This design comes from an exercise in tuning for small area, a short achievable clock period and few clock cycles per item on the open sky130 flow, not from production work.
Only simulation tests tie the RTL to the original design; equivalence was not proved.
Power is estimated from default activity; no workload was simulated.

== the reference run ==
Design rational_arithmetic_unit_core, start of the top module:
module rational_arithmetic_unit_core #(
  parameter int unsigned VALUE_WIDTH = 32
) (
  input  logic                                clk,
  input  logic                                rst_n,
  input  logic                                in_valid,
  output logic                                in_ready,
  input  logic [1:0]                          in_command,
  input  logic signed [rau_pkg::FieldWidth-1:0] in_left_num,
  input  logic signed [rau_pkg::FieldWidth-1:0] in_left_den,
  input  logic signed [rau_pkg::FieldWidth-1:0] in_right_num,
  input  logic signed [rau_pkg::FieldWidth-1:0] in_right_den,
  output logic                                out_valid,
  input  logic                                out_ready,
  output logic signed [rau_pkg::FieldWidth-1:0] out_result_num,
  output logic [rau_pkg::DenOutWidth-1:0]     out_result_den,
  output logic [1:0]                          out_status
);
  ...
For scale: roughly 540 flip-flops.
clock: 12.0 ns
lec_check: 0
cap_margin: 20
core_margin: 2
core_utilization: 65
place_density: 0.75
slew_margin: 20
tns_end_percent: 0
standard.sh (not shown) runs the stock make flow with config.mk's settings and CLKGATE_MAP_FILE= SYNTH_SCRIPT=/design/flow/synth_recipe.tcl, a recipe that flattens the netlist after the stock synthesis.
==> flow/flow/run.sh <==
#!/bin/bash
# standard layout, with repair_timing asked for more setup slack than the
# clock needs so that the critical paths are sized and buffered, and the
# port buffers made with the smallest buffer cell
cp standard.sh standard_sh.txt
export SETUP_SLACK_MARGIN=8.5
export BUFFER_PORTS_ARGS="-buffer_cell sky130_fd_sc_hd__buf_1"
bash standard.sh > standard.log 2>&1
Testbench counts of the reference run, summed over its fixed seeds: cycles 53,907, items 2,400.
What the trial run does differently from the reference run at the input level:
- PLACE_DENSITY now 0.65, was 0.75
- CORE_UTILIZATION now 50, was 65
Findings:
- Across both runs, highest achievable clock rate was lower for the trial run than for the reference run.
- The reference run has a higher cell depth of the worst setup path than the trial run.
- For the share of the final layout cell area in multi-input gates, the trial run came in 0.44 points lower than the reference run did.
- More vias were needed by the reference run than by the trial run.
- Final worst setup slack: the trial run < the reference run
- met1 usage in global routing is lower on the trial run
- In the tables for the trial run and the reference run, area added between synthesis and finish reads higher with the trial run.

========
== v50 ==
Another version of the RTL of rational_arithmetic_unit_core (not shown whole).
Size: roughly 4,500 cells after synthesis, ~200 I/O pins, roughly 41,000 um^2 of cells after synthesis.
export LEC_CHECK = 0
export CAP_MARGIN = 20
export CORE_MARGIN = 2
export CORE_UTILIZATION = 65
export CTS_BUF_LIST = sky130_fd_sc_hd__clkbuf_8
export PLACE_DENSITY = 0.75
export SLEW_MARGIN = 20
export TNS_END_PERCENT = 0
create_clock -name core_clock -period 12.0 [get_ports {clk}]
Scripts as last shown in full above: flow/flow/run.sh
Testbench counts of v50, summed over its fixed seeds: cycles 53,907, items 2,400.
### v50 -> v13
- clearing CTS_BUF_LIST, which used to be sky130_fd_sc_hd__clkbuf_8
- swapping 0.75 for 0.65 in PLACE_DENSITY
- swapping 65 for 50 in CORE_UTILIZATION
--- outcome ---
- [compare] base=v50 new=v13: total power went up; share of power burned in registers went down; fmax went down; worst-case hold slack went up; count of cells along the worst hold path went up.
- Taking v50 as 1.0, v13 lands at 1.3 on count of inserted tapcells.
- v50 reports its launching element of the worst setup path as u_r[1]$_DFFE_PP_ while v13 reports v_r[0]$_DFFE_PP_.
Edits applied to the flow inputs when going from v13 to v46:
- a change of CORE_UTILIZATION from 50 to 75
- a change of PLACE_DENSITY from 0.65 to 0.85
### Flow results
Side by side, met1 wire length turned out lower in v46 than in v13. v46 ends up with a met2 capacity usage during global routing that is 20 points higher than in v13. Number of cells upsized or downsized after cts ended up about 7% lower on v46 than on v13. Of v13 and v46, the run reporting the higher number of cell instances on the worst register-to-register path was v13. v13 has lower relative max-transition margin than v46. Between v46 and v13, the unique cell type count in the Yosys netlist figures differ only marginally. v46 vs. v13: critical path depth went down 9; portion of netlist area occupied by mux cells essentially unchanged.
[inputs] v54 vs v46
- swapping 0.85 for 0.75 in PLACE_DENSITY
- swapping 75 for 65 in CORE_UTILIZATION
## What came out
The post-route clock period utilization number comes out higher for v46 vs v54. The run showing the smaller worst slack on hold paths is v46. Cmp v54 vs v46: starting utilization of the core area lower in v54. v54 against v46: critical path depth increased by 1 relative to the old numbers; post-layout minimum cycle time decreased by 230 ps relative to the old numbers.

re-timing with driven ports:
How much do the figures lean on ideal ports? The routed layouts below were timed once more, with nothing changed but the port constraints.
Step 1 assumes that a clkbuf_16 drives the clock port and a buf_2 every other input.
Step 2 moves the port delays by t, midway between the first and last clock arrival at a register: inputs arrive t later, outputs are due t later. That takes back most of the time a late clock gives input paths.
Three values: ideal ports, drivers, drivers and shift; two values: the first two.
| run | t, ns | setup WS [ns] | latest minus earliest clock arrival (ns) |
|---|---|---|---|
| the reference run | 0.708 | 7.303 / 7.303 / 7.303 | 0.021 / 0.021 |
| the trial run | 0.683 | 7.283 / 7.283 / 7.283 | 0.032 / 0.032 |
| v50 | 0.773 | 7.553 / 7.553 / 7.553 | 0.045 / 0.044 |
| v13 | 0.689 | 7.428 / 7.428 / 7.428 | 0.031 / 0.031 |
| v46 | 0.721 | 7.318 / 7.318 / 7.318 | 0.020 / 0.020 |
| v54 | 0.703 | 7.551 / 7.551 / 7.551 | 0.018 / 0.018 |
After both steps every run listed still meets setup and hold.
